From an optimization exercise on the open Yosys and OpenROAD flow, aimed at small area and a short achievable clock period; shortcuts taken in it are not production practice. Function was not checked in any run shown here: the RTL went through the layout flow alone.

==> flow/run.sh <==
#!/bin/bash
# synth_recipe.tcl (not shown) runs the flow's synth.tcl, then flattens the netlist and writes it again
# the make line also repeats each setting of config.mk as NAME=value (left out here)
make -C /OpenROAD-flow-scripts/flow DESIGN_CONFIG=/design/flow/config.mk WORK_HOME=/design/flow/orfs CLKGATE_MAP_FILE= SYNTH_SCRIPT=/design/flow/synth_recipe.tcl finish
==> flow/config.mk <==
export PLATFORM = sky130hd
export DESIGN_NAME = cordic_rotator
export DESIGN_NICKNAME = cordic_rotator
export VERILOG_FILES = /design/flow/design.v
export SDC_FILE = /design/flow/constraint.sdc
export NUM_CORES = 4
export LEC_CHECK = 0
export ABC_AREA = 1
export CAP_MARGIN = 20
export CORE_MARGIN = 2
export CORE_UTILIZATION = 40
export SLEW_MARGIN = 20
==> flow/constraint.sdc <==
create_clock -name core_clock -period 10.5 [get_ports {clk}]
set_input_delay 2.1000 -clock core_clock [delete_from_list [all_inputs] [get_ports {clk}]]
set_output_delay 2.1000 -clock core_clock [all_outputs]
set_load 0.01 [all_outputs]
==> flow/design.v <==
package cordic_pkg;
    localparam logic [512*13-1:0] CTRL_TAB = 6656'h65221909c801c2ce2571bb913c63e2bf1cdaaed202821468a7c5592be95dcaa1d34e89747ba73d5debdf5e1ce4e56718b895c06e2f72c19f0d0c661322988cc0e628f2679abd03e65f472995486a2750008b049426e14489cc4ae220d0268ab47da59d3ee9df4e895249b244523a93b4afa5e02e4156098845420612f0ac65f32b086c443218508a823403a0a009806a047019488642720070b3895c6ee44f18f8afc736abb480a0851a29f1564afa5772a874d3a25d1ee9cf577af7d787393959c62e25701b8bdcb067c3431984c8a62330398a3c99e6af40f997d1ca65521a89d40022c12509b851227312b8883409a2ad1f69674fba77d3a254926c91148ea4ed2be9780b9055826211508184bc2b197ccac21b110c861422a08d00e82802601a811c0000000000000000000000000000000000000000000000000000000000000000000000000000000000000000000000000000000000000000000000000000000000000000000000000000000000000000000000000000000000000000000000000000000000000000000000000000000000000000000000000000000000000000000000000000000000000000000000000000000000000000000000000000000000000000000000000000000000000000000000000000000000000000000000000000000000000000000000000000000000000000000000000000000000000000000000000000000000000000000000000000000000011c065221909c801c2ce2571bb913c63e2bf1cdaaed202821468a7c5592be95dcaa1d34e89747ba73d5debdf5e1ce4e56718b895c06e2f72c19f0d0c661322988cc0e628f2679abd03e65f472995486a2750008b049426e14489cc4ae220d0268ab47da59d3ee9df4e895249b244523a93b4afa5e02e4156098845420612f0ac65f32b086c443218508a823403a0a009806a047019488642720070b3895c6ee44f18f8afc736abb480a0851a29f1564afa5772a874d3a25d1ee9cf577af7d787393959c62e25701b8bdcb067c3431984c8a62330398a3c99e6af40f997d1ca65521a89d40022c12509b851227312b8883409a2ad1f69674fba77d3a254926c91148ea4ed2be9780b9055826211508184bc2b197ccac21b110c861422a08d00e82802601a811c0;
    function automatic logic [12:0] ctrl_word(input logic [8:0] angle);
        ctrl_word = CTRL_TAB[13 * angle +: 13];
    endfunction
endpackage
`timescale 1ns/1ps
module cordic_rotator (
    input  logic                    clk,
    input  logic                    rst_n,
    input  logic                    in_valid,
    input  logic [9-1:0] in_x,
    input  logic [9-1:0] in_y,
    input  logic [9-1:0] in_angle,
    output logic                    out_valid,
    output logic [32-1:0]    out_x,
    output logic [32-1:0]    out_y
);
    localparam logic [10:0] PIPE = 11'b11111111111;
    function automatic logic [22:0] add_ci(
        input logic [22:0] a,
        input logic [22:0] b,
        input logic        ci
    );
        logic [23:0] s;
        s      = {a, 1'b1} + {b, ci};
        add_ci = s[23:1];
    endfunction
    function automatic logic signed [22:0] addsub(
        input logic signed [22:0] a,
        input logic signed [22:0] b,
        input logic               sub
    );
        addsub = add_ci(a, b ^ {23{sub}}, sub);
    endfunction
    logic signed [8:0] ain;
    logic [3:0]        qs;
    assign ain   = in_angle;
    assign qs[0] = ain < -135 || ain >= 135;
    assign qs[1] = ain >= -135 && ain < -45;
    assign qs[2] = ain >= -45 && ain < 45;
    assign qs[3] = ain >= 45 && ain < 135;
    logic              v0;
    logic signed [8:0] x0, y0, a0;
    logic [7:0]        q0;
    cordic_pipe #(.W(35), .EN(PIPE[0])) p0 (.clk(clk),
        .d({in_x, in_y, in_angle, ~qs, qs}), .q({x0, y0, a0, q0}));
    cordic_valid #(.EN(PIPE[0])) pv0 (.clk(clk), .rst_n(rst_n), .d(in_valid), .q(v0));
    logic signed [9:0] xe, ye, xn, yn, xq, yq;
    logic [3:0]        qy;
    assign xe = x0;
    assign ye = y0;
    assign xn = -xe;
    assign yn = -ye;
    assign qy = ~q0[7:4];
    assign xq = ({10{q0[0]}} & xn) | ({10{q0[1]}} & yn) | ({10{q0[2]}} & xe) | ({10{q0[3]}} & ye);
    assign yq = ({10{qy[0]}} & yn) | ({10{qy[1]}} & xe) | ({10{qy[2]}} & ye) | ({10{qy[3]}} & xn);
    logic xneg, yneg;
    assign xneg = (a0 <= -90) || (a0 > 90);
    assign yneg = (a0 <= 0);
    logic [12:0] cw;
    assign cw = cordic_pkg::ctrl_word(a0);
    logic [2:0] band;
    assign band = {cw[1:0] == 2'd2, cw[1:0] == 2'd1, cw[1:0] == 2'd0};
    logic signed [9:0] x1, y1;
    logic [7:0]        t1;
    logic [11:0]       c1;
    logic              v1;
    cordic_pipe #(.W(20 + 8 + 12), .EN(PIPE[1])) p1 (.clk(clk),
        .d({xq, yq,
            !cw[2] && !band[0], cw[2] && !band[0], ~band, band,
            yneg, xneg, cw[12:3]}),
        .q({x1, y1, t1, c1}));
    cordic_valid #(.EN(PIPE[1])) pv1 (.clk(clk), .rst_n(rst_n), .d(v0), .q(v1));
    function automatic logic signed [14:0] triple(
        input logic signed [9:0] p,
        input logic signed [9:0] q,
        input logic [2:0]        band,
        input logic              sub
    );
        logic signed [14:0] pe, qe, ta, tb, tc, td, s1, c1;
        pe = p;
        qe = q;
        ta = (pe <<< 4) | {14'd0, !band[0]};
        tb = band[2] ? (pe <<< 2) : (pe <<< 3);
        tc = ((pe & {15{band[0]}}) | ((qe <<< 3) & {15{band[1]}})
              | ((qe <<< 4) & {15{band[2]}})) ^ {15{sub}};
        td = (qe & {15{!band[0]}}) ^ {15{!sub && !band[0]}};
        s1 = ta ^ tb ^ tc;
        c1 = {((ta & tb) | (ta & tc) | (tb & tc)), 1'b0};
        triple = (s1 ^ c1 ^ td) + {((s1 & c1) | (s1 & td) | (c1 & td)), 1'b0};
    endfunction
    logic signed [14:0] u2, w2;
    logic [11:0]        c2;
    logic               v2;
    cordic_pipe #(.W(30 + 12), .EN(PIPE[2])) p2 (.clk(clk),
        .d({triple(x1, y1, t1[2:0], t1[6]), triple(y1, x1, ~t1[5:3], t1[7]), c1}),
        .q({u2, w2, c2}));
    cordic_valid #(.EN(PIPE[2])) pv2 (.clk(clk), .rst_n(rst_n), .d(v1), .q(v2));
    function automatic logic signed [18:0] times25(input logic signed [14:0] u);
        logic signed [18:0] e;
        e = u;
        times25 = (e <<< 4) + (e <<< 3) + e;
    endfunction
    logic signed [18:0] u3, w3;
    logic [11:0]        c3;
    logic               v3;
    cordic_pipe #(.W(38 + 12), .EN(PIPE[3])) p3 (.clk(clk),
        .d({times25(u2), times25(w2), c2}), .q({u3, w3, c3}));
    cordic_valid #(.EN(PIPE[3])) pv3 (.clk(clk), .rst_n(rst_n), .d(v2), .q(v3));
    function automatic logic [1:0] trim_fix(input logic [5:0] t);
        logic [127:0] tab;
        tab = 128'h6b279a96766269592716964562215914;
        trim_fix = tab[2 * t +: 2];
    endfunction
    function automatic logic signed [22:0] gain_trim(input logic signed [18:0] t);
        logic signed [22:0] lo;
        lo = t >>> 6;
        gain_trim = add_ci({t, 2'b00, trim_fix(t[5:0])}, lo, 1'b0);
    endfunction
    logic signed [22:0] u4, w4;
    logic [5:0]         s4;
    logic [9:0]         c4;
    logic               v4;
    cordic_pipe #(.W(46 + 6 + 10), .EN(PIPE[4])) p4 (.clk(clk),
        .d({gain_trim(u3), gain_trim(w3),
            c3[0], !(c3[0] && !c3[1]), !(c3[0] && c3[1]),
            !c3[0], c3[0] && c3[1], c3[0] && !c3[1],
            c3[11:2]}),
        .q({u4, w4, s4, c4}));
    cordic_valid #(.EN(PIPE[4])) pv4 (.clk(clk), .rst_n(rst_n), .d(v3), .q(v4));
    function automatic logic signed [22:0] scaled(
        input logic signed [22:0] a,
        input logic signed [22:0] b,
        input logic [2:0]         sel
    );
        logic signed [22:0] bs, as, d;
        logic               ci;
        bs = b >>> 3;
        as = a >>> 7;
        d  = ({23{sel[0]}} & bs) | ({23{sel[1]}} & ~bs) | ({23{sel[2]}} & as);
        ci = sel[1] && (b[2:0] == 3'd0);
        scaled = add_ci(a, d, ci);
    endfunction
    logic signed [22:0] u5, w5;
    logic [9:0]         c5;
    logic               v5;
    cordic_pipe #(.W(46 + 10), .EN(PIPE[5])) p5 (.clk(clk),
        .d({scaled(u4, w4, s4[2:0]), scaled(w4, u4, ~s4[5:3]), c4}),
        .q({u5, w5, c5}));
    cordic_valid #(.EN(PIPE[5])) pv5 (.clk(clk), .rst_n(rst_n), .d(v4), .q(v5));
    logic signed [22:0] u5s, w5s;
    assign u5s = u5 >>> 7;
    assign w5s = w5 >>> 7;
    logic signed [22:0] u6, w6;
    logic [1:0]         s6;
    logic [8:0]         c6;
    logic               v6;
    cordic_pipe #(.W(46 + 2 + 9), .EN(PIPE[6])) p6 (.clk(clk),
        .d({add_ci(u5, ~u5s, 1'b1), add_ci(w5, w5s, 1'b0), !c5[0], c5[0], c5[9:1]}),
        .q({u6, w6, s6, c6}));
    cordic_valid #(.EN(PIPE[6])) pv6 (.clk(clk), .rst_n(rst_n), .d(v5), .q(v6));
    logic signed [22:0] u7, w7, u8, w8, u9, w9;
    logic [1:0]         s7, s8;
    logic [7:0]         c7;
    logic [6:0]         c8;
    logic               v7, v8, v9;
    cordic_pipe #(.W(46 + 2 + 8), .EN(PIPE[7])) p7 (.clk(clk),
        .d({addsub(u6, w6 >>> 5, s6[0]), addsub(w6, u6 >>> 5, s6[1]), !c6[0], c6[0], c6[8:1]}),
        .q({u7, w7, s7, c7}));
    cordic_valid #(.EN(PIPE[7])) pv7 (.clk(clk), .rst_n(rst_n), .d(v6), .q(v7));
    cordic_pipe #(.W(46 + 2 + 7), .EN(PIPE[8])) p8 (.clk(clk),
        .d({addsub(u7, w7 >>> 6, s7[0]), addsub(w7, u7 >>> 6, s7[1]), !c7[0], c7[0], c7[7:1]}),
        .q({u8, w8, s8, c8}));
    cordic_valid #(.EN(PIPE[8])) pv8 (.clk(clk), .rst_n(rst_n), .d(v7), .q(v8));
    function automatic logic [7:0] micro_sel(input logic [3:0] mag, input logic neg,
                                             input logic y);
        logic [3:0] s1;
        logic [1:0] s2;
        logic       n2;
        s1 = '0;
        s2 = '0;
        n2 = 1'b0;
        case (mag)
            4'd1: s1 = 4'b0001;
            4'd2: s1 = 4'b0010;
            4'd3: begin s1 = 4'b0010; s2 = 2'b01; end
            4'd4: s1 = 4'b0100;
            4'd5: begin s1 = 4'b0100; s2 = 2'b01; end
            4'd6: begin s1 = 4'b0100; s2 = 2'b10; end
            4'd7: begin s1 = 4'b1000; s2 = 2'b01; n2 = 1'b1; end
            4'd8: s1 = 4'b1000;
            default: ;
        endcase
        if (y)
            micro_sel = {!(n2 ^ neg), !neg, ~s2, ~s1};
        else
            micro_sel = {n2 ^ neg, neg, s2, s1};
    endfunction
    logic [7:0] mx9, my9;
    logic [1:0] c9;
    cordic_pipe #(.W(46 + 16 + 2), .EN(PIPE[9])) p9 (.clk(clk),
        .d({addsub(u8, w8 >>> 7, s8[0]), addsub(w8, u8 >>> 7, s8[1]),
            micro_sel(c8[4:1], c8[0], 1'b0), micro_sel(c8[4:1], c8[0], 1'b1), c8[6:5]}),
        .q({u9, w9, mx9, my9, c9}));
    cordic_valid #(.EN(PIPE[9])) pv9 (.clk(clk), .rst_n(rst_n), .d(v8), .q(v9));
    function automatic logic signed [22:0] micro(
        input logic signed [22:0] a,
        input logic signed [22:0] b,
        input logic [5:0]         sel,
        input logic [1:0]         inv
    );
        logic signed [22:0] q, p1, p2, s, c;
        q  = b >>> 10;
        p1 = ((q & {23{sel[0]}}) | ((q <<< 1) & {23{sel[1]}})
              | ((q <<< 2) & {23{sel[2]}}) | ((q <<< 3) & {23{sel[3]}})) ^ {23{inv[0]}};
        p2 = ((q & {23{sel[4]}}) | ((q <<< 1) & {23{sel[5]}})) ^ {23{inv[1]}};
        s = a ^ p1 ^ p2;
        c = {((a & p1) | (a & p2) | (p1 & p2)), inv[0]};
        micro = add_ci(s, c, inv[1]);
    endfunction
    logic signed [22:0] u10, w10;
    logic [1:0]         c10;
    logic               v10;
    cordic_pipe #(.W(46 + 2), .EN(PIPE[10])) p10 (.clk(clk),
        .d({micro(u9, w9, mx9[5:0], mx9[7:6]), micro(w9, u9, ~my9[5:0], my9[7:6]), c9}),
        .q({u10, w10, c10}));
    cordic_valid #(.EN(PIPE[10])) pv10 (.clk(clk), .rst_n(rst_n), .d(v9), .q(v10));
    function automatic logic signed [22:0] force_sign(
        input logic signed [22:0] a,
        input logic               neg
    );
        logic s;
        s = a[22] ^ neg;
        force_sign = add_ci(a ^ {23{s}}, 23'd0, s);
    endfunction
    logic signed [22:0] xo, yo;
    logic               xs, ys;
    logic               vo;
    always_ff @(posedge clk)
    begin
        xo <= force_sign(u10, c10[0]);
        yo <= force_sign(w10, c10[1]);
        xs <= c10[0] && (u10 != 23'd0);
        ys <= c10[1] && (w10 != 23'd0);
        vo <= rst_n && v10;
    end
    assign out_valid = vo;
    assign out_x     = {{5{xs}}, {5{xo[22]}}, xo[21:0]};
    assign out_y     = {{5{ys}}, {5{yo[22]}}, yo[21:0]};
endmodule
module cordic_pipe #(
    parameter int W  = 1,
    parameter bit EN = 1'b1
) (
    input  logic         clk,
    input  logic [W-1:0] d,
    output logic [W-1:0] q
);
    if (EN)
    begin : g_reg
        always_ff @(posedge clk)
        begin
            q <= d;
        end
    end
    else
    begin : g_wire
        assign q = d;
    end
endmodule
module cordic_valid #(
    parameter bit EN = 1'b1
) (
    input  logic clk,
    input  logic rst_n,
    input  logic d,
    output logic q
);
    if (EN)
    begin : g_reg
        always_ff @(posedge clk)
        begin
            q <= rst_n && d;
        end
    end
    else
    begin : g_wire
        assign q = d;
    end
endmodule
==> results of run 1 <==
==> cells in the mapped netlist, types with 7 or more instances <==
cell type     n
nand3b_1      7
a21o_1       39
inv_1       786
o21a_1       21
o221ai_1     21
o2111ai_1    11
buf_2        44
o21ai_1       9
ha_1        406
clkbuf_1     53
o22ai_1      60
a31oi_1      39
a221oi_1     20
or2_2         8
a21boi_0     24
nand2_1    1621
nor2_1      491
nand2_2       8
o211ai_1     64
o31ai_1       7
o21ai_0     327
nor4_1       27
nor2_2       14
buf_4        24
a21oi_1     476
dfxtp_1     628
xnor2_1     112
o21bai_1     62
fa_1        124
nand3_1     418
nand4_1     109
inv_2         9
xor2_1      438
nor3_1       99
clkinv_1      9
==> through the flow <==
step / hold slack (ns)
final: 0.323
after global routing: 0.330
after CTS: 0.325
after detailed placement: 0.312
after global placement: 0.310
after floorplan: 0.310
==> cell families after synthesis <==
kind of cell	Yosys count	synth area share
flops	628	0.265
xor+xnor	554	0.104
fa+ha+maj	530	0.159
buf+inv	935	0.0777
compound gates	1194	0.145
simple gates	2827	0.250
==> final cells by class <==
cell class / instances / area, sq um
Clock buffer: 97 / 2060
Clock inverter: 40 / 524
Fill cell: 12100 / 65500
Inverter: 804 / 3020
Multi-Input combinational cell: 5105 / 31200
Sequential cell: 628 / 12600
Tap cell: 1536 / 1920
Timing Repair Buffer: 113 / 1080
==> flip-flops by register name, summed over array words and instances (netlist names), 6 cells and up, named ones only <==
| register | cells |
|---|---|
| yo | 23 |
| p2.q | 42 |
| p9.d | 6 |
| p3.q | 50 |
| p7.q | 56 |
| xo | 23 |
| p8.q | 51 |
| p1.q | 40 |
| p10.q | 48 |
| p5.q | 56 |
| p4.q | 62 |
| p0.q | 35 |
| p6.q | 57 |
| p9.q | 64 |
==> layer usage <==
metal  vias to the layer above  GRT usage  wire (microns)
met5                         -          0              15
met4                         2      0.111            7340
met2                      1522      0.422           71600
li1                      22100          -               -
met3                       417     0.0327            8540
met1                     20100      0.301           64100
==> worst max-delay path: stages (launching register included) <==
cell,delay (ns)
dfxtp_1,0.82
inv_1,0.50
xor2_1,0.29
fa_1,0.53
inv_1,0.05
fa_1,0.44
ha_1,0.36
nand2_1,0.08
o21ai_0,0.36
a21oi_1,0.17
o21bai_1,0.20
xor2_1,0.17
==> path summary, 6_finish.rpt <==
kind | startpoint | end | slack, ns | depth (start not counted)
setup / recovery | p1.q[19] | p2.q[23] | 6.47 | 11
hold / removal | p4.q[1] | p5.q[1] | 0.32 | 0
setup reg to reg | p1.q[19] | p2.q[23] | 6.47 | 11
hold reg to reg | p4.q[1] | p5.q[1] | 0.32 | 0
==> key figures, run 1 <==
Run status
  • Status: complete, no violations

Critical path
  • Worst Setup Path Type: reg2reg
  • Crit. End Element: flip-flop
  • Crit path required time: 11.09 ns
  • Arrival @ worst endpoint: 4.62 ns
  • CP startpoint kind: flip-flop
  • Crit-path max FO: 20

Final layout
  • Fin cells: 8323
  • Finished Core Util: 0.444
  • Most frequent cells in the layout: nand2_1 (1621), inv_1 (786), dfxtp_1 (626)
  • Final Instance Area: 0.0524 sq mm
  • Final #Nets: 7286
  • Syn-to-layout area delta: 10.4%
  • ANT cells: 0
  • Most common cell after layout, fill and taps aside: nand2_1
  • Layout cells sized above 1: 0.0308

Routing
  • Vias: ~44k
  • Wirelength per Cell: 18.2 microns
  • Drt pass-1 iters: 8
  • DR DRC count: 0
  • Initial DRC count: 3521
  • Detail Route Antenna Nets: 0
  • WL final: between 150000 and 200000 microns
  • Drt via density: 5.31

Place
  • Hpwl dp: 124000 microns
  • PortBufs: 94
  • # placed instances: 8186
  • Pre-CTS setup slack: around 6.5 ns
  • Cell Area, Placed: 0.0498 sq mm
  • Routability cong.: about 1

Floorplan
  • Core Footprint: 0.118 sq mm
  • # IOs: 95
  • Row cnt: 126
  • Die Height: 349 microns
  • Initial Util: 0.403
  • Die area: 0.121 sq mm
  • Die X: roughly 350 microns

Clocking
  • Post-CTS Resized: 0
  • CTS H-tree depth: 3
  • Clock Latency Late Sink: 0.66 ns
  • CTS tree: built
  • Reg clk slew, reported paths: 0.06 ns
  • Cts hold-fix bufs: 0
  • CTS buffer count: 74
  • Clock sink count: 628
  • Setup bufs post-CTS: 0
  • Clk buf depth: 3
  • CTS Root Cell: clkbuf_16

Hold path
  • Hold Path Class: reg2reg

Logic synthesis
  • Mapped Cells: between 6k and 7k
  • Syn Std Cell Area: 0.0475 sq mm
  • Top cell type by total area after synthesis: dfxtp_1
  • Synth area leaders: dfxtp_1 (26%), nand2_1 (13%), ha_1 (11%), xor2_1 (8.1%), inv_1 (6.2%)
  • Post-synth EDFFs: 0
  • Seq/Total Area, Yosys: 0.265
  • Synth async-reset ratio: 0
  • Post-synthesis area per instance: 7.12 sq um
  • Synth Warn #: 12
  • Synth top area share: 0.265
  • Net Count, Synth: 7228
  • FF+latch count, synth: 628
  • Top FF cell, synth: dfxtp_1
  • Unique masters post-synth: between 50 and 60

Timing
  • Unrepaired setup endpoints after global routing: no
  • Final Hold Vio Count: 0
  • Maximum clock frequency: roughly 250 MHz
  • Final worst slack: 6.47 ns
  • Clk_skew: 0.0254 ns
  • Post-route setup TNS: 0 ns
  • Worst Tran Pin Value: 1.08 ns
  • Slew headroom: 0.280
  • Final period utilization: 0.384
  • Final min period: around 4 ns
  • Slew Limit Fails: 0
  • # setup viols final: 0

GRT
  • Largest net degree at the start of global routing: slightly below 50
  • Initial antenna violation count: 2
  • GRT overflow: 0
  • Global-route wire length before repair: between 200000 and 250000 microns
  • Gr usage total: 0.244
  • Vias in the first global route: 42.9k

Job
  • Max Cap Viol: 0
==> run 2, diff against run 1 <==
--- a/flow/config.mk
+++ b/flow/config.mk
@@ -7,3 +7,2 @@
 export LEC_CHECK = 0
-export ABC_AREA = 1
 export CAP_MARGIN = 20
==> run 2 against run 1 <==
  * Sequential share of layout area grew 2.4 points
  * Final cell count down 23%
  * Maximum frequency decreased by 6.6%
  * Highest routed layer unchanged
  * Die area decreased by 9.4%
  * Setup slack worse by 0.28 ns
  * Largest cell class unchanged
==> key figures, run 2 <==
Run status
  • Status: complete, no violations

Place
  • Hpwl dp: 83900 microns (-32%)
  • PortBufs: 94 (unchanged)
  • Routability cong.: 0.935 (-5.8%)

Critical path
  • Startpoint of the worst-slack reg-to-reg timing path: p1.q[17]
  • CP max-delay cell: dfxtp_1
  • Worst Setup SP: p1.q[17]
  • Worst Setup Path Type: reg2reg
  • Crit-path max FO: 18 (-10%)
  • Arrival @ worst endpoint: 4.89 ns (+0.27 ns)
  • CP delay by family, top: compound AO/OA/AOI/OAI gates
  • Crit path required time: 11.08 ns (about the same)
  • CP startpoint kind: flip-flop
  • Buf+Inv Stages, Crit Path: 2 (unchanged)
  • CP cell instances: inv_1 -> a222oi_1 -> xor2_1 -> fa_1 -> inv_1 -> fa_1 -> ha_1 -> o21ai_0 -> a21boi_0 -> o21ai_0 -> nand2b_1 -> a21o_1 -> a41o_1 -> o41ai_1 -> xnor2_1
  • CP max stage delay: 0.75 ns (-0.07 ns)
  • Crit. End Element: flip-flop

Logic synthesis
  • Synth top area share: 0.293 (+0.0278)
  • Mapped Cells: 4934 (-26%)
  • Net Count, Synth: 5494 (-24%)
  • Syn Std Cell Area: 0.0430 sq mm (-9.5%)
  • Post-synth EDFFs: 0 (unchanged)
  • Synth async-reset ratio: 0 (unchanged)
  • Seq/Total Area, Yosys: 0.293 (+0.0278)
  • Synth area leaders: dfxtp_1 (29%), ha_1 (12%), xnor2_1 (7.1%), fa_1 (5.8%), xor2_1 (5.6%)
  • Top cell type by total area after synthesis: dfxtp_1
  • Post-synthesis area per instance: 8.71 sq um (+22%)
  • FF+latch count, synth: 628 (unchanged)
  • Synth Warn #: 12 (unchanged)
  • Unique masters post-synth: 86 (+59%)
  • Most frequent cells after synthesis: dfxtp_1 (628), ha_1 (406), a21oi_1 (364)
  • Most numerous cell in the Yosys netlist: dfxtp_1
  • Top FF cell, synth: dfxtp_1

Clocking
  • Cts hold-fix bufs: 0 (unchanged)
  • CTS H-tree depth: 3 (unchanged)
  • CTS Root Cell: clkbuf_16
  • Reg clk slew, reported paths: 0.06 ns (about the same)
  • CTS tree: built
  • Clock sink count: 628 (unchanged)
  • CTS buffer count: 72 (-2.7%)
  • Post-CTS Resized: 0 (unchanged)
  • Clk buf depth: 3 (unchanged)
  • Clock Latency Late Sink: 0.66 ns (about the same)
  • Setup bufs post-CTS: 0 (unchanged)

Routing
  • Initial DRC count: 3212 (-8.8%)
  • Wirelength per Cell: 17.1 microns (-6.0%)
  • Detail Route Antenna Nets: 0 (unchanged)
  • Vias: 35.2k (-20%)
  • WL final: 109000 microns (-28%)
  • DR DRC count: 0 (unchanged)
  • Drt pass-1 iters: 8 (unchanged)
  • Drt via density: 5.51 (+3.8%)

Floorplan
  • Core Footprint: 0.107 sq mm (-9.5%)
  • Initial Util: 0.402 (about the same)
  • Row cnt: 120 (-4.8%)
  • Die area: 0.110 sq mm (-9.4%)
  • Die X: 332 microns (-4.8%)
  • # IOs: 95 (unchanged)
  • Die Height: 332 microns (-4.8%)

Timing
  • Slew headroom: 0.253 (-0.0273)
  • Maximum clock frequency: 232 MHz (-6.6%)
  • # setup viols final: 0 (unchanged)
  • Clk_skew: 0.0429 ns (+0.0174 ns)
  • Final period utilization: 0.411 (+0.0270)
  • Post-route setup TNS: 0 ns (unchanged)
  • Slew Limit Fails: 0 (unchanged)
  • Final Hold Vio Count: 0 (unchanged)
  • Worst Tran Pin Value: 1.12 ns (+0.0383 ns)
  • Unrepaired setup endpoints after global routing: no
  • Final min period: 4.31 ns (+0.283 ns)

GRT
  • Gr usage total: 0.193 (-0.0517)
  • Vias in the first global route: 33.2k (-23%)
  • Global-route wire length before repair: 175000 microns (-26%)
  • GRT overflow: 0 (unchanged)
  • Largest net degree at the start of global routing: 75 (+53%)
  • Initial antenna violation count: 3 (+1)

Final layout
  • Layout cells sized above 1: 0.0423 (+0.0115)
  • Largest regs: p9.q: 64 flops, p4.q: 62 flops, p6.q: 57 flops
  • Syn-to-layout area delta: 10.8%
  • Fill cell count: 10.4k (-14%)
  • Most frequent cells in the layout: dfxtp_1 (624), ha_1 (406), a21oi_1 (364)
  • ANT cells: 0 (unchanged)
  • Max reg flops: 64 (unchanged)
  • Most common cell after layout, fill and taps aside: dfxtp_1
  • Final #Nets: 5486 (-25%)
  • Largest Register: p9.q

Job
  • Max Cap Viol: 0 (unchanged)

Hold path
  • Hold Path Class: reg2reg
  • Min-Delay Startpoint: p1.q[10]
[run 2: cell types whose count changed after synthesis, sizes merged, moves of 44 or more]
| cell | change |
|---|---|
| nand2 | -1312 |
| inv | -454 |
| nand3 | -328 |
| xnor2 | +237 |
| nor2 | -199 |
| xor2 | -168 |
| a21oi | -112 |
| clkbuf | +98 |
| a21o | +94 |
| nand4 | -73 |
| nand2b | +66 |
| nor2b | +51 |
| o21ai | -44 |
[run 2: logic make-up after synthesis]
kind of cell	synth area share
DFF	0.293
and+or+nand+nor	0.127
adders and majority gates	0.176
buffers and inverters	0.0497
AOI/OAI and AO/OA	0.216
xor gates and xnor gates	0.127
muxes	0.0114
[run 2: path summary, 6_finish.rpt]
check             end  slack [ns]  depth (start not counted)
min          p2.q[10]        0.31                          0
max reg2reg  p2.q[25]        6.19                         15
max          p2.q[25]        6.19                         15
min reg2reg  p2.q[10]        0.31                          0
[run 2: final cells by class]
| cell class | count | area (sq um) | area share |
|---|---|---|---|
| clock buffers | 96 | 1990 | 0.0418 |
| clock inverters | 35 | 571 | 0.0120 |
| inverters | 343 | 1290 | 0.0270 |
| multi-input cells | 3757 | 28300 | 0.594 |
| flip-flops and latches | 628 | 12600 | 0.264 |
| well taps | 1403 | 1760 | 0.0369 |
| repair buffers | 124 | 1170 | 0.0245 |
[run 2: metal layers]
layer  GRT usage  up-vias  share of wire
met5           0        -        0.00032
met4      0.0677        4          0.033
met3      0.0308      251          0.057
met2       0.328     1098           0.47
met1       0.246    16300           0.44
li1            -    17500              -
[run 2: stage by stage]
step | util | std cells | cell area (sq um) | hold WS (ns) | setup slack [ns]
2_1_floorplan | - | 4934 | 43000 | 0.310 | 6.44
3_3_place_gp | 0.422 | 6255 | 45000 | 0.310 | 6.22
3_5_place_dp | 0.422 | 6255 | 45000 | 0.312 | 6.22
4_1_cts | 0.446 | 6386 | 47600 | 0.306 | 6.19
5_1_grt | 0.446 | 6386 | 47600 | 0.328 | 5.69
6_report | 0.446 | 6386 | 47600 | 0.306 | 6.19
==> run 3, diff against run 2 <==
==> flow/flow/run.sh (new file) <==
#!/bin/bash
# Standard layout, with timing repair aimed at a tighter period than the
# constraint (setup margin), so that repair keeps improving the paths that
# set the achieved period. The SDC and the clock period are unchanged.
set -euo pipefail
bash standard.sh SETUP_SLACK_MARGIN=6.9 finish > standard_flow.log 2>&1
==> flow/standard.sh (new file) <==
#!/bin/bash
# synth_recipe.tcl (not shown) runs the flow's synth.tcl, then flattens the netlist and writes it again
# the make line also repeats each setting of config.mk as NAME=value (left out here)
make -C /OpenROAD-flow-scripts/flow DESIGN_CONFIG=/design/flow/config.mk WORK_HOME=/design/flow/orfs CLKGATE_MAP_FILE= SYNTH_SCRIPT=/design/flow/synth_recipe.tcl "${@:-finish}"
--- a/flow/config.mk
+++ b/flow/config.mk
@@ -7,2 +7,3 @@
 export LEC_CHECK = 0
+export ABC_AREA = 1
 export CAP_MARGIN = 20
removed: flow/run.sh
==> run 3 against run 2 <==
  * Global-route usage rose by 5.2 points
  * Synthesized cell count rose by 35%
  * Clock-buffer cell count rose by 1
  * Synthesized area rose by 10%
  * Flip-flop and latch count did not move
==> key figures, run 3 <==
Floorplan
  • Die Height: 349 microns (+5.1%)
  • Die X: 349 microns (+5.1%)
  • Row cnt: 126 (+5.0%)
  • # IOs: 95 (unchanged)
  • Die area: 0.121 sq mm (+10%)
  • Core Footprint: 0.118 sq mm (+10%)
  • Initial Util: 0.403 (about the same)

Logic synthesis
  • Seq/Total Area, Yosys: 0.265 (-0.0278)
  • Most numerous cell in the Yosys netlist: nand2_1
  • Synth async-reset ratio: 0 (unchanged)
  • Synth Warn #: 12 (unchanged)
  • Post-synthesis area per instance: 7.12 sq um (-18%)
  • FF+latch count, synth: 628 (unchanged)
  • Post-synth EDFFs: 0 (unchanged)
  • Net Count, Synth: 7228 (+32%)
  • Unique masters post-synth: 54 (-37%)
  • Synth area leaders: dfxtp_1 (26%), nand2_1 (13%), ha_1 (11%), xor2_1 (8.1%), inv_1 (6.2%)
  • Synth top area share: 0.265 (-0.0278)
  • Top FF cell, synth: dfxtp_1
  • Top cell type by total area after synthesis: dfxtp_1
  • Mapped Cells: 6668 (+35%)
  • Syn Std Cell Area: 0.0475 sq mm (+10%)
  • Most frequent cells after synthesis: nand2_1 (1621), inv_1 (786), dfxtp_1 (628)

Clocking
  • Reg clk slew, reported paths: 0.06 ns (about the same)
  • CTS buffer count: 74 (+2.8%)
  • CTS Root Cell: clkbuf_16
  • Clk buf depth: 3 (unchanged)
  • Cts hold-fix bufs: 0 (unchanged)
  • CTS tree: built
  • CTS H-tree depth: 3 (unchanged)
  • Clock sink count: 628 (unchanged)
  • Clock Latency Late Sink: 0.66 ns (about the same)

Routing
  • Drt pass-1 iters: 6 (-2)
  • Vias: 44.4k (+26%)
  • WL final: 152000 microns (+39%)
  • Wirelength per Cell: 18.2 microns (+6.5%)
  • Initial DRC count: 3484 (+8.5%)
  • Drt via density: 5.33 (-3.4%)
  • DR DRC count: 0 (unchanged)
  • Detail Route Antenna Nets: 0 (unchanged)

Timing
  • Maximum clock frequency: 293 MHz (+26%)
  • Final Hold Vio Count: 0 (unchanged)
  • Slew Limit Fails: 0 (unchanged)
  • WHS: 0.323 ns (+0.0176 ns)
  • # setup viols final: 0 (unchanged)
  • Final worst slack: 7.08 ns (+0.896 ns)
  • Slew headroom: 0.275 (+0.0218)
  • Worst Tran Pin Value: 1.09 ns (-0.0300 ns)
  • Final period utilization: 0.326 (-0.0853)
  • Post-route setup TNS: 0 ns (unchanged)
  • Final min period: 3.42 ns (-0.896 ns)
  • Clk_skew: 0.0267 ns (-0.0162 ns)
  • Unrepaired setup endpoints after global routing: yes

GRT
  • Largest net degree at the start of global routing: 49 (-35%)
  • Global-route wire length before repair: 237000 microns (+35%)
  • Vias in the first global route: 42.9k (+29%)
  • GRT overflow: 0 (unchanged)
  • Initial antenna violation count: 2 (-1)
  • Gr usage total: 0.244 (+0.0517)

Final layout
  • Largest Register: p9.q
  • Most frequent cells in the layout: nand2_1 (1620), inv_1 (780), dfxtp_1 (602)
  • ANT cells: 0 (unchanged)
  • Largest regs: p9.q: 64 flops, p4.q: 62 flops, p6.q: 57 flops
  • Layout cells sized above 1: 0.0412 (-0.00117)
  • Final Instance Area: 0.0526 sq mm (+11%)
  • Most common cell after layout, fill and taps aside: nand2_1
  • Final #Nets: 7300 (+33%)
  • Max reg flops: 64 (unchanged)
  • Syn-to-layout area delta: 10.8% (about the same)
  • Fill cell count: 12.1k (+16%)

Critical path
  • CP startpoint kind: flip-flop
  • Crit-path max FO: 5 (-13)
  • Worst Setup Path Type: reg2out
  • Arrival @ worst endpoint: 1.32 ns (-3.57 ns)
  • Crit path required time: 8.40 ns (-2.68 ns)
  • CP delay by family, top: flip-flops
  • Crit. End Element: primary output
  • CP max stage delay: 0.38 ns (-0.37 ns)
  • Buf+Inv Stages, Crit Path: 1 (-1)
  • CP cell instances: dlygate4sd2_1
  • CP max-delay cell: dfxtp_1

Place
  • Hpwl dp: 124000 microns (+48%)
  • PortBufs: 94 (unchanged)
  • Pre-CTS setup slack: 6.54 ns (+0.323 ns)
  • Routability cong.: 0.993 (+6.1%)
  • Cell Area, Placed: 0.0498 sq mm (+11%)

Job
  • Max Cap Viol: 0 (unchanged)

Hold path
  • Hold Path Class: reg2reg

Run status
  • Status: complete, no violations
==> run 3: final cells by class <==
type | count | area, sq um | share of cell area
inverters | 804 | 3050 | 0.0579
clock buffers | 97 | 2060 | 0.0391
repair buffers | 126 | 1100 | 0.0209
repair inverters | 1 | 5.00 | 0.0000951
flip-flops and latches | 628 | 12600 | 0.240
multi-input cells | 5105 | 31300 | 0.596
clock inverters | 40 | 524 | 0.00996
well taps | 1536 | 1920 | 0.0365
==> run 3: kinds of logic after synthesis <==
| logic type | after synthesis | synth area share |
|---|---|---|
| AND/OR/NAND/NOR | 2827 | 0.250 |
| AO/OA/AOI/OAI | 1194 | 0.145 |
| buffers and inverters | 935 | 0.0777 |
| flip-flops | 628 | 0.265 |
| XOR/XNOR | 554 | 0.104 |
| adder cells (fa/ha/maj) | 530 | 0.159 |
==> run 3: metal layers <==
layer / track usage / share of wire
met1: 0.302 / 0.42
met2: 0.422 / 0.47
met3: 0.0327 / 0.056
met4: 0.111 / 0.049
met5: 0 / 0.000099
==> run 3: stage by stage <==
step	cells	util
after floorplan	6668	-
after global placement	8186	0.422
after detailed placement	8186	0.422
after CTS	8325	0.444
after global routing	8337	0.446
final	8337	0.446
==> run 3: worst reg2reg max path: cells and delay by family (launching register included) <==
kind	cells	cell delay, ns
fa+ha+maj	3	1.30
compound gates	5	0.87
buf+inv	2	0.39
flops	1	0.38
xor+xnor	2	0.37
==> run 3: repair_timing <==
item,in CTS,in global routing
setup buffers,2,11
gates cloned,0,1
pin swaps,1,9
resized for setup,79,63
endpoints found under the setup margin,97,55
endpoints found under the hold margin,0,0
==> run 3: final timing paths <==
path | endpoint | cells after the start | start | slack [ns]
setup / recovery | out_x[25] | 1 | xo[22] | 7.08
hold / removal | p5.q[1] | 0 | p4.q[1] | 0.32
hold reg to reg | p5.q[1] | 0 | p4.q[1] | 0.32
setup reg to reg | p2.q[38] | 12 | p1.q[13] | 7.09
==> run 4, diff against run 3 <==
--- a/flow/design.v
+++ b/flow/design.v
@@ -1,5 +1,17 @@
 package cordic_pkg;
-    localparam logic [512*13-1:0] CTRL_TAB = 6656'h65221909c801c2ce2571bb913c63e2bf1cdaaed202821468a7c5592be95dcaa1d34e89747ba73d5debdf5e1ce4e56718b895c06e2f72c19f0d0c661322988cc0e628f2679abd03e65f472995486a2750008b049426e14489cc4ae220d0268ab47da59d3ee9df4e895249b244523a93b4afa5e02e4156098845420612f0ac65f32b086c443218508a823403a0a009806a047019488642720070b3895c6ee44f18f8afc736abb480a0851a29f1564afa5772a874d3a25d1ee9cf577af7d787393959c62e25701b8bdcb067c3431984c8a62330398a3c99e6af40f997d1ca65521a89d40022c12509b851227312b8883409a2ad1f69674fba77d3a254926c91148ea4ed2be9780b9055826211508184bc2b197ccac21b110c861422a08d00e82802601a811c0000000000000000000000000000000000000000000000000000000000000000000000000000000000000000000000000000000000000000000000000000000000000000000000000000000000000000000000000000000000000000000000000000000000000000000000000000000000000000000000000000000000000000000000000000000000000000000000000000000000000000000000000000000000000000000000000000000000000000000000000000000000000000000000000000000000000000000000000000000000000000000000000000000000000000000000000000000000000000000000000000000000011c065221909c801c2ce2571bb913c63e2bf1cdaaed202821468a7c5592be95dcaa1d34e89747ba73d5debdf5e1ce4e56718b895c06e2f72c19f0d0c661322988cc0e628f2679abd03e65f472995486a2750008b049426e14489cc4ae220d0268ab47da59d3ee9df4e895249b244523a93b4afa5e02e4156098845420612f0ac65f32b086c443218508a823403a0a009806a047019488642720070b3895c6ee44f18f8afc736abb480a0851a29f1564afa5772a874d3a25d1ee9cf577af7d787393959c62e25701b8bdcb067c3431984c8a62330398a3c99e6af40f997d1ca65521a89d40022c12509b851227312b8883409a2ad1f69674fba77d3a254926c91148ea4ed2be9780b9055826211508184bc2b197ccac21b110c861422a08d00e82802601a811c0;
+    localparam logic [511:0] CTRL_B0 = 512'h003fffc000000001fffe00000ffff0000000007fff800003fffc000000001ffffff0000000007fff800003fffc000000001fffe00000ffff0000000007fff800;
+    localparam logic [511:0] CTRL_B1 = 512'h0000003ffffffffe0000000000000fffffffff80000000000003ffffffffe000000fffffffff80000000000003ffffffffe0000000000000fffffffff8000000;
+    localparam logic [511:0] CTRL_B2 = 512'hfffffffffff800000000003ffffffffffe00000000000fffffffffff80000000fffffffe00000000000fffffffffff800000000003ffffffffffe00000000000;
+    localparam logic [511:0] CTRL_B3 = 512'h1ff01fff80ff80fffc07fc07fc07ffe03fe03fff01ff01ff01fff80ff80fffc007ffe03fe03fff01ff01ff01fff80ff80fffc07fc07fc07ffe03fe03fff01ff0;
+    localparam logic [511:0] CTRL_B4 = 512'h1fc01fc000f800fe00060007f007f0003e003f80018001fc01fc000f800fe00007f0003e003f80018001fc01fc000f800fe00060007f007f0003e003f8001800;
+    localparam logic [511:0] CTRL_B5 = 512'he1f0e1c78f1b870e3c783c387c3871e3c6e1c38f1e0f0e1f0e1c78f1b870e3c73871e3c6e1c38f1e0f0e1f0e1c78f1b870e3c783c387c3871e3c6e1c38f1e0f0;
+    localparam logic [511:0] CTRL_B6 = 512'h66f3265993259b32cd984cd9bcc99664c966ccb36613366f3265993259b32cd9c99664c966ccb36613366f3265993259b32cd984cd9bcc99664c966ccb366133;
+    localparam logic [511:0] CTRL_B7 = 512'haa556a8ab54ea95754aad56a955aa2ad53aa55d52ab55aa556a8ab54ea95754a5aa2ad53aa55d52ab55aa556a8ab54ea95754aad56a955aa2ad53aa55d52ab55;
+    localparam logic [511:0] CTRL_B8 = 512'h0f03c3e0e0e43c3c1e0f83c3c0f0f838390f0f0783e0f0f03c3e0e0e43c3c1e0f0f838390f0f0783e0f0f03c3e0e0e43c3c1e0f83c3c0f0f838390f0f0783e0f;
+    localparam logic [511:0] CTRL_B9 = 512'h0073fffc6000031fffe700001cffff180000c7fff9c000073fffc6000031fffeffff180000c7fff9c000073fffc6000031fffe700001cffff180000c7fff9c00;
+    localparam logic [511:0] CTRL_B10 = 512'haaa96976aaaaaab74b4aaaaaaa5a5daaaaaaadd2d2aaaaaa96976aaaaaab74b45a5daaaaaaadd2d2aaaaaa96976aaaaaab74b4aaaaaaa5a5daaaaaaadd2d2aaa;
+    localparam logic [511:0] CTRL_B11 = 512'hc6f0f0f86c6b1b0f8787b1b1bc3c3e1b1ac6c3e1e1ec6c6f0f0f86c6b1b0f8783c3e1b1ac6c3e1e1ec6c6f0f0f86c6b1b0f8787b1b1bc3c3e1b1ac6c3e1e1ec6;
+    localparam logic [511:0] CTRL_B12 = 512'h01000000101404000000404040000004050100000010101000000101404000000000040501000000101010000001014040000004040400000040501000000101;
     function automatic logic [12:0] ctrl_word(input logic [8:0] angle);
-        ctrl_word = CTRL_TAB[13 * angle +: 13];
+        ctrl_word = {CTRL_B12[angle], CTRL_B11[angle], CTRL_B10[angle], CTRL_B9[angle], CTRL_B8[angle], CTRL_B7[angle], CTRL_B6[angle], CTRL_B5[angle], CTRL_B4[angle], CTRL_B3[angle], CTRL_B2[angle], CTRL_B1[angle], CTRL_B0[angle]};
     endfunction
@@ -65,7 +77,8 @@
     logic signed [9:0] x1, y1;
-    logic [7:0]        t1;
+    logic [9:0]        t1;
     logic [11:0]       c1;
     logic              v1;
-    cordic_pipe #(.W(20 + 8 + 12), .EN(PIPE[1])) p1 (.clk(clk),
+    cordic_pipe #(.W(20 + 10 + 12), .EN(PIPE[1])) p1 (.clk(clk),
         .d({xq, yq,
+            !cw[2] || band[0], cw[2] || band[0],
             !cw[2] && !band[0], cw[2] && !band[0], ~band, band,
@@ -78,3 +91,4 @@
         input logic [2:0]        band,
-        input logic              sub
+        input logic              sub,
+        input logic              tdinv
     );
@@ -87,3 +101,3 @@
               | ((qe <<< 4) & {15{band[2]}})) ^ {15{sub}};
-        td = (qe & {15{!band[0]}}) ^ {15{!sub && !band[0]}};
+        td = (qe & {15{!band[0]}}) ^ {15{tdinv}};
         s1 = ta ^ tb ^ tc;
@@ -96,3 +110,3 @@
     cordic_pipe #(.W(30 + 12), .EN(PIPE[2])) p2 (.clk(clk),
-        .d({triple(x1, y1, t1[2:0], t1[6]), triple(y1, x1, ~t1[5:3], t1[7]), c1}),
+        .d({triple(x1, y1, t1[2:0], t1[6], !t1[8]), triple(y1, x1, ~t1[5:3], t1[7], !t1[9]), c1}),
         .q({u2, w2, c2}));
@@ -104,17 +118,22 @@
     endfunction
+    function automatic logic [1:0] trim_fix(input logic [5:0] u);
+        logic [127:0] tab;
+        tab = 128'h6b271612aa96554577666211aa695914;
+        trim_fix = tab[2 * u +: 2];
+    endfunction
     logic signed [18:0] u3, w3;
+    logic [1:0]         fu3, fw3;
     logic [11:0]        c3;
     logic               v3;
-    cordic_pipe #(.W(38 + 12), .EN(PIPE[3])) p3 (.clk(clk),
-        .d({times25(u2), times25(w2), c2}), .q({u3, w3, c3}));
+    cordic_pipe #(.W(38 + 4 + 12), .EN(PIPE[3])) p3 (.clk(clk),
+        .d({times25(u2), times25(w2), trim_fix(u2[5:0]), trim_fix(w2[5:0]), c2}),
+        .q({u3, w3, fu3, fw3, c3}));
     cordic_valid #(.EN(PIPE[3])) pv3 (.clk(clk), .rst_n(rst_n), .d(v2), .q(v3));
-    function automatic logic [1:0] trim_fix(input logic [5:0] t);
-        logic [127:0] tab;
-        tab = 128'h6b279a96766269592716964562215914;
-        trim_fix = tab[2 * t +: 2];
-    endfunction
-    function automatic logic signed [22:0] gain_trim(input logic signed [18:0] t);
+    function automatic logic signed [22:0] gain_trim(
+        input logic signed [18:0] t,
+        input logic [1:0]         fix
+    );
         logic signed [22:0] lo;
         lo = t >>> 6;
-        gain_trim = add_ci({t, 2'b00, trim_fix(t[5:0])}, lo, 1'b0);
+        gain_trim = add_ci({t, 2'b00, fix}, lo, 1'b0);
     endfunction
@@ -125,3 +144,3 @@
     cordic_pipe #(.W(46 + 6 + 10), .EN(PIPE[4])) p4 (.clk(clk),
-        .d({gain_trim(u3), gain_trim(w3),
+        .d({gain_trim(u3, fu3), gain_trim(w3, fw3),
             c3[0], !(c3[0] && !c3[1]), !(c3[0] && c3[1]),
--- a/flow/flow/run.sh
+++ b/flow/flow/run.sh
@@ -5,2 +5,2 @@
 set -euo pipefail
-bash standard.sh SETUP_SLACK_MARGIN=6.9 finish > standard_flow.log 2>&1
+bash standard.sh SETUP_SLACK_MARGIN=7.2 finish > standard_flow.log 2>&1
==> run 4 against run 3 <==
  * First-iteration DRC count grew 33%
  * Non-clock buffer count rose by 21
  * Still clean
  * Clock skew fell by 0.0028 ns
  * Largest cell class unchanged
  * Critical path depth is the same
  * Hold slack got worse by 0.0074 ns
  * Die area rose by 1.8%
  * Setup slack improved by 0.14 ns
  * Clock-buffer cell count grew 1
==> key figures, run 4 <==
Hold path
  • Min-Delay Startpoint: p3.q[4]
  • Worst hold path cell count: 0 (unchanged)
  • Worst Hold End: p4.q[2]
  • Hold Path Class: reg2reg

Critical path
  • Buf+Inv Stages, Crit Path: 1 (unchanged)
  • CP startpoint kind: flip-flop
  • Crit. End Element: primary output
  • CP cell instances: buf_6
  • Crit path required time: 8.40 ns (about the same)
  • CP delay by family, top: flip-flops
  • CP max stage delay: 0.39 ns (about the same)
  • Flop2flop setup slack: 7.25 ns (+0.16 ns)
  • Stages on worst setup path: 1 (unchanged)
  • Worst Reg-to-Reg Cells: 13 (+1)
  • R2R Path End: p1.q[6]
  • Crit-path max FO: 5 (unchanged)
  • CP max-delay cell: dfxtp_4
  • Worst Setup Path Type: reg2out
  • Arrival @ worst endpoint: 1.18 ns (-0.14 ns)
  • Startpoint of the worst-slack reg-to-reg timing path: p0.q[10]

Final layout
  • Seq. cell area: 0.0128 sq mm (+1.4%)
  • Most common cell after layout, fill and taps aside: nand2_1
  • Largest Register: p9.q
  • Final #Nets: 7422 (+1.7%)
  • Largest regs: p9.q: 64 flops, p4.q: 62 flops, p6.q: 57 flops
  • Max reg flops: 64 (unchanged)
  • Most frequent cells in the layout: nand2_1 (1608), inv_1 (774), dfxtp_1 (577)
  • Finished Core Util: 0.450 (+0.00382)
  • Fill cell count: 12.3k (+1.8%)
  • Layout cells sized above 1: 0.0677 (+0.0266)
  • Syn-to-layout area delta: 11.7%
  • Area occupied by multi-input gates: 0.0324 sq mm (+3.3%)

Logic synthesis
  • FF+latch count, synth: 634 (+0.96%)
  • Most numerous cell in the Yosys netlist: nand2_1
  • Top cell type by total area after synthesis: dfxtp_1
  • Syn Std Cell Area: 0.0483 sq mm (+1.8%)
  • Most frequent cells after synthesis: nand2_1 (1615), inv_1 (791), dfxtp_1 (634)
  • Synth Warn #: 11 (-1)
  • Net Count, Synth: 7337 (+1.5%)
  • Top FF cell, synth: dfxtp_1
  • Synth top area share: 0.263 (-0.00226)
  • Synth area leaders: dfxtp_1 (26%), nand2_1 (13%), ha_1 (10%), xor2_1 (8.5%), inv_1 (6.1%)
  • Synth async-reset ratio: 0 (unchanged)
  • Unique masters post-synth: 58 (+7.4%)
  • Mapped Cells: 6780 (+1.7%)
  • Post-synthesis area per instance: 7.13 sq um (+0.14%)
  • Seq/Total Area, Yosys: 0.263 (-0.00226)
  • Post-synth EDFFs: 0 (unchanged)

Clocking
  • Clock sink count: 634 (+0.96%)
  • CTS H-tree depth: 3 (unchanged)
  • Clock Latency Late Sink: 0.68 ns (+0.02 ns)
  • CTS Root Cell: clkbuf_16
  • Reg clk slew, reported paths: 0.06 ns (about the same)
  • CTS buffer count: 75 (+1.4%)
  • CTS tree: built
  • Cts hold-fix bufs: 0 (unchanged)
  • Clk buf depth: 3 (unchanged)

Job
  • Max Cap Viol: 0 (unchanged)

GRT
  • GRT overflow: 0 (unchanged)
  • Initial antenna violation count: 1 (-1)
  • Largest net degree at the start of global routing: 54 (+10%)
  • Gr usage total: 0.247 (+0.00244)
  • Global-route wire length before repair: 242000 microns (+2.0%)
  • Vias in the first global route: 43.4k (+1.2%)

Floorplan
  • Die X: 352 microns (+0.90%)
  • Row cnt: 127 (+0.79%)
  • Core Footprint: 0.120 sq mm (+1.7%)
  • # IOs: 95 (unchanged)
  • Die Height: 352 microns (+0.90%)
  • Die area: 0.124 sq mm (+1.8%)
  • Initial Util: 0.403 (about the same)

Place
  • Routability cong.: 0.998 (+0.49%)
  • PortBufs: 94 (unchanged)
  • Hpwl dp: 125000 microns (+0.67%)

Routing
  • Wirelength per Cell: 18.3 microns (+0.63%)
  • WL final: 157000 microns (+3.0%)
  • Vias: 45.8k (+3.2%)
  • Initial DRC count: 4617 (+33%)
  • Detail Route Antenna Nets: 0 (unchanged)
  • Drt pass-1 iters: 8 (+2)
  • DR DRC count: 0 (unchanged)
  • Drt via density: 5.37 (+0.83%)

Timing
  • Post-route setup TNS: 0 ns (unchanged)
  • Slew Limit Fails: 0 (unchanged)
  • Unrepaired setup endpoints after global routing: yes
  • Slew headroom: 0.295 (+0.0197)
  • Clk_skew: 0.0239 ns (-0.00280 ns)
  • Worst Tran Pin Value: 1.06 ns (-0.0292 ns)
  • Final Hold Vio Count: 0 (unchanged)
  • # setup viols final: 0 (unchanged)
  • Final period utilization: 0.312 (-0.0132)
  • Maximum clock frequency: 305 MHz (+4.2%)
  • Final min period: 3.28 ns (-0.138 ns)

Run status
  • Status: complete, no violations
## run 4: changes by cell type in the layout (fill, tap and decap cells not counted), moves of 13 or more
cell           delta
nand4_1          -13
o21ai_0          -23
dfxtp_2          +23
xnor2_1          +24
buf_2            +48
buf_4            +18
ha_1             -16
nor2_1           +36
dlygate4sd2_1    -65
xor2_1           +32
dfxtp_1          -25
buf_6            +19
## run 4: logic make-up after synthesis
kind of cell / share of synthesized area
xor+xnor: 0.113
fa+ha+maj: 0.156
buf+inv: 0.0774
simple gates: 0.243
flops: 0.263
compound gates: 0.148
## run 4: worst max path at each step
stage | slack (ns) | from | to
final | 7.22 | ys | out_y[29]
after global routing | 7.10 | p9.q[3] | p10.q[22]
after CTS | 7.17 | ys | out_y[28]
after detailed placement | 6.38 | p9.q[16] | p10.q[44]
after global placement | 6.44 | p9.q[16] | p10.q[47]
after floorplan | 7.25 | p9.q[63] | p10.q[22]
## run 4: area by class of cell
type	count	share of cell area
multi-input combinational	5199	0.600
clock buffer	98	0.0390
inverter	807	0.0571
tap	1612	0.0374
sequential	634	0.237
timing repair inverter	1	0.0000927
antenna	2	0.0000927
timing repair buffer	147	0.0213
clock inverter	37	0.00807
## run 4: per-stage QoR
stage	setup WS, ns	hold slack (ns)	area, sq um	cells
4_1_cts	7.17	0.313	53300	8513
3_5_place_dp	6.38	0.312	50800	8370
6_report	7.22	0.316	54000	8537
2_1_floorplan	7.25	0.310	48300	6780
5_1_grt	7.10	0.316	54000	8535
3_3_place_gp	6.44	0.311	50800	8370
## run 4: layer usage
| layer | vias to the layer above | track usage | wire length, microns |
|---|---|---|---|
| met5 | - | 0 | 8 |
| li1 | 22500 | - | - |
| met4 | 2 | 0.0940 | 6130 |
| met2 | 1848 | 0.381 | 67000 |
| met3 | 409 | 0.0456 | 12000 |
| met1 | 21000 | 0.340 | 71400 |
## run 4: timing repair
action                                 CTS  global route
buffers inserted                         8            21
cloned                                   0             1
endpoints found under the hold margin    0             0
gates resized for setup                328           153
pin swaps                                3            17
setup endpoints to repair              124            75
==> run 5, diff against run 4 <==
--- a/flow/config.mk
+++ b/flow/config.mk
@@ -7,3 +7,2 @@
 export LEC_CHECK = 0
-export ABC_AREA = 1
 export CAP_MARGIN = 20
==> run 5 against run 4 <==
  * Clock-buffer cell count decreased by 4
  * Maximum frequency decreased by 9.6%
  * Utilization increased by 1.1 points
==> key figures, run 5 <==
Clocking
  • Clock sink count: 634 (unchanged)
  • CTS Root Cell: clkbuf_16
  • Reg clk slew, reported paths: 0.06 ns (about the same)
  • CTS H-tree depth: 3 (unchanged)
  • CTS tree: built
  • Cts hold-fix bufs: 0 (unchanged)
  • CTS buffer count: 71 (-5.3%)
  • Clk buf depth: 3 (unchanged)
  • Clock Latency Late Sink: 0.65 ns (-0.03 ns)

Routing
  • Drt pass-1 iters: 8 (unchanged)
  • WL final: 128000 microns (-18%)
  • Vias: 39.0k (-15%)
  • Detail Route Antenna Nets: 0 (unchanged)
  • Initial DRC count: 3691 (-20%)
  • Drt via density: 5.66 (+5.3%)
  • Wirelength per Cell: 18.5 microns (+1.1%)
  • DR DRC count: 0 (unchanged)

Final layout
  • Syn-to-layout area delta: 14.8%
  • Fill cell count: 10.8k (-12%)
  • Largest regs: p9.q: 64 flops, p4.q: 62 flops, p6.q: 57 flops
  • Max reg flops: 64 (unchanged)
  • Most frequent cells in the layout: dfxtp_1 (550), a21oi_1 (415), ha_1 (370)
  • Largest Register: p9.q
  • Layout cells sized above 1: 0.124 (+0.0563)
  • Most common cell after layout, fill and taps aside: dfxtp_1
  • Final #Nets: 5894 (-21%)

Floorplan
  • Die Height: 340 microns (-3.4%)
  • Die X: 340 microns (-3.4%)
  • Row cnt: 123 (-3.1%)
  • Die area: 0.115 sq mm (-6.7%)
  • Initial Util: 0.402 (-0.00111)
  • Core Footprint: 0.112 sq mm (-6.5%)
  • # IOs: 95 (unchanged)

GRT
  • Gr usage total: 0.212 (-0.0352)
  • GRT overflow: 0 (unchanged)
  • Vias in the first global route: 37.1k (-15%)
  • Initial antenna violation count: 0 (-1)
  • Largest net degree at the start of global routing: 80 (+48%)
  • Global-route wire length before repair: 200000 microns (-17%)

Place
  • PortBufs: 94 (unchanged)
  • Hpwl dp: 94800 microns (-24%)
  • Routability cong.: 0.993 (-0.45%)
  • Pre-CTS setup slack: 6.31 ns (-0.0694 ns)

Timing
  • WHS: 0.320 ns (+0.00387 ns)
  • Unrepaired setup endpoints after global routing: yes
  • # setup viols final: 0 (unchanged)
  • Post-route setup TNS: 0 ns (unchanged)
  • Maximum clock frequency: 276 MHz (-9.6%)
  • Slew Limit Fails: 0 (unchanged)
  • Final period utilization: 0.345 (+0.0330)
  • Final Hold Vio Count: 0 (unchanged)
  • Slew headroom: 0.234 (-0.0602)
  • Clk_skew: 0.0196 ns (-0.00425 ns)
  • Final worst slack: 6.87 ns (-0.347 ns)
  • Final min period: 3.63 ns (+0.347 ns)
  • Worst Tran Pin Value: 1.15 ns (+0.0902 ns)

Logic synthesis
  • Seq/Total Area, Yosys: 0.282 (+0.0190)
  • Post-synthesis area per instance: 8.53 sq um (+20%)
  • Synth async-reset ratio: 0 (unchanged)
  • Synth Warn #: 11 (unchanged)
  • Synth top area share: 0.282 (+0.0190)
  • Top FF cell, synth: dfxtp_1
  • Most numerous cell in the Yosys netlist: dfxtp_1
  • Post-synth EDFFs: 0 (unchanged)
  • Syn Std Cell Area: 0.0451 sq mm (-6.7%)
  • FF+latch count, synth: 634 (unchanged)
  • Top cell type by total area after synthesis: dfxtp_1
  • Most frequent cells after synthesis: dfxtp_1 (634), a21oi_1 (440), ha_1 (403)
  • Mapped Cells: 5283 (-22%)
  • Net Count, Synth: 5840 (-20%)
  • Synth area leaders: dfxtp_1 (28%), ha_1 (11%), xnor2_1 (7.1%), fa_1 (5.5%), xor2_1 (4.9%)
  • Unique masters post-synth: 100 (+72%)

Critical path
  • Crit-path max FO: 8 (+3)
  • Worst Setup Path Type: reg2reg
  • CP startpoint kind: flip-flop
  • R2R Path End: p10.q[22]
  • Arrival @ worst endpoint: 4.15 ns (+2.97 ns)
  • Startpoint of the worst-slack reg-to-reg timing path: p9.q[3]
  • Worst Reg-to-Reg Cells: 15 (+2)
  • Crit. End Element: flip-flop
  • Crit path required time: 11.02 ns (+2.62 ns)
  • Flop2flop setup slack: 6.87 ns (-0.38 ns)

Hold path
  • Min-Delay Startpoint: p3.q[5]
  • Worst Hold End: p4.q[3]
  • Worst hold path cell count: 0 (unchanged)
  • Hold Path Class: reg2reg

Run status
  • Status: complete, no violations

Job
  • Max Cap Viol: 0 (unchanged)
-- run 5: cell types whose count changed after synthesis, sizes merged, moves of 79 or more --
cell	delta
nand2	-1293
inv	-442
nand3	-319
xnor2	+232
xor2	-226
nor2	-195
clkbuf	+79
-- run 5: worst max-delay path by stage --
stage,from,to,depth (start not counted)
2_1_floorplan,p1.q[17],p2.q[26],16
3_3_place_gp,p0.q[8],p1.q[21],12
3_5_place_dp,p0.q[8],p1.q[8],11
4_1_cts,p9.q[2],p10.q[23],15
5_1_grt,p9.q[3],p10.q[22],15
6_report,p9.q[3],p10.q[22],15
-- run 5: cell type report --
class | instances | area (sq um) | share of cell area
well taps | 1500 | 1880 | 0.0363
flip-flops and latches | 634 | 12900 | 0.249
repair buffers | 222 | 1860 | 0.0360
diodes | 1 | 2.50 | 0.0000484
clock buffers | 94 | 2040 | 0.0395
clock inverters | 36 | 548 | 0.0106
multi-input cells | 4048 | 31100 | 0.601
inverters | 360 | 1400 | 0.0270
-- run 5: critical path: stages (launching register included) --
cell and delay (ns):
dfxtp_2 0.35, clkinvlp_4 0.13, buf_4 0.20, a221oi_4 0.32, xor2_2 0.20, fa_1 0.43
inv_1 0.07, ha_2 0.31, nand3_1 0.10, nor2_1 0.04, a211oi_1 0.22, o21ai_1 0.16
or4_4 0.53, a31o_1 0.24, a21oi_2 0.13, xnor2_1 0.08
-- run 5: through the flow --
step           utilization  area [sq um]  cells
2_1_floorplan            -         45500   5283
6_report             0.461         51700   6895
3_5_place_dp         0.422         47400   6666
5_1_grt              0.461         51700   6894
4_1_cts              0.453         50800   6858
3_3_place_gp         0.422         47400   6666
-- run 5: kinds of logic after synthesis --
logic type,synth area share
and+or+nand+nor,0.130
xor gates and xnor gates,0.121
adders and majority gates,0.167
AOI/OAI and AO/OA,0.235
DFF,0.282
buffers and inverters,0.0534
muxes,0.0124
-- run 5: timing repair --
action,CTS,global route
setup buffers,62,35
pin swaps,70,113
resized for setup,461,160
cloned,0,1
endpoints found under the setup margin,185,105
-- run 5: metal layers --
| layer | wire length [microns] | global-route usage | part of all wire | up-vias |
|---|---|---|---|---|
| li1 | - | - | - | 19000 |
| met1 | 54300 | 0.269 | 0.42 | 18300 |
| met2 | 59600 | 0.358 | 0.47 | 1407 |
| met3 | 8910 | 0.0349 | 0.070 | 342 |
| met4 | 5010 | 0.0816 | 0.039 | 0 |
| met5 | 0 | 0 | 0 | - |

separate check: timing with driven ports:
How much do the figures lean on ideal ports? The routed layouts below were timed once more, with nothing changed but the port constraints.
Step 1, drivers: a clkbuf_16 drives clk and a buf_2 each remaining input, both assumed.
Step 2 adds t to the input delays and takes it off the output delays; t is the mean of the earliest and latest rising clock arrival at the registers after step 1. Input paths then give back, and output paths get back, about the clock's delay inside the block.
a / b / c = ideal / step 1 / step 2; a / b = the first two.
run	t, ns	setup slack, ns	slew at the worst register clock pin (ns)
run 1	0.722	6.470 / 6.470 / 6.470	0.08 / 0.08
run 2	0.710	6.187 / 6.187 / 6.187	0.06 / 0.06
run 3	0.722	7.082 / 7.009 / 6.973	0.08 / 0.08
run 4	0.734	7.220 / 7.152 / 6.981	0.06 / 0.06
run 5	0.708	6.874 / 6.874 / 6.675	0.07 / 0.07
After both steps every run listed still meets setup and hold. The setup slack of run 4, which loses most, moves by -0.068 ns with the drivers and by -0.239 ns with both steps.
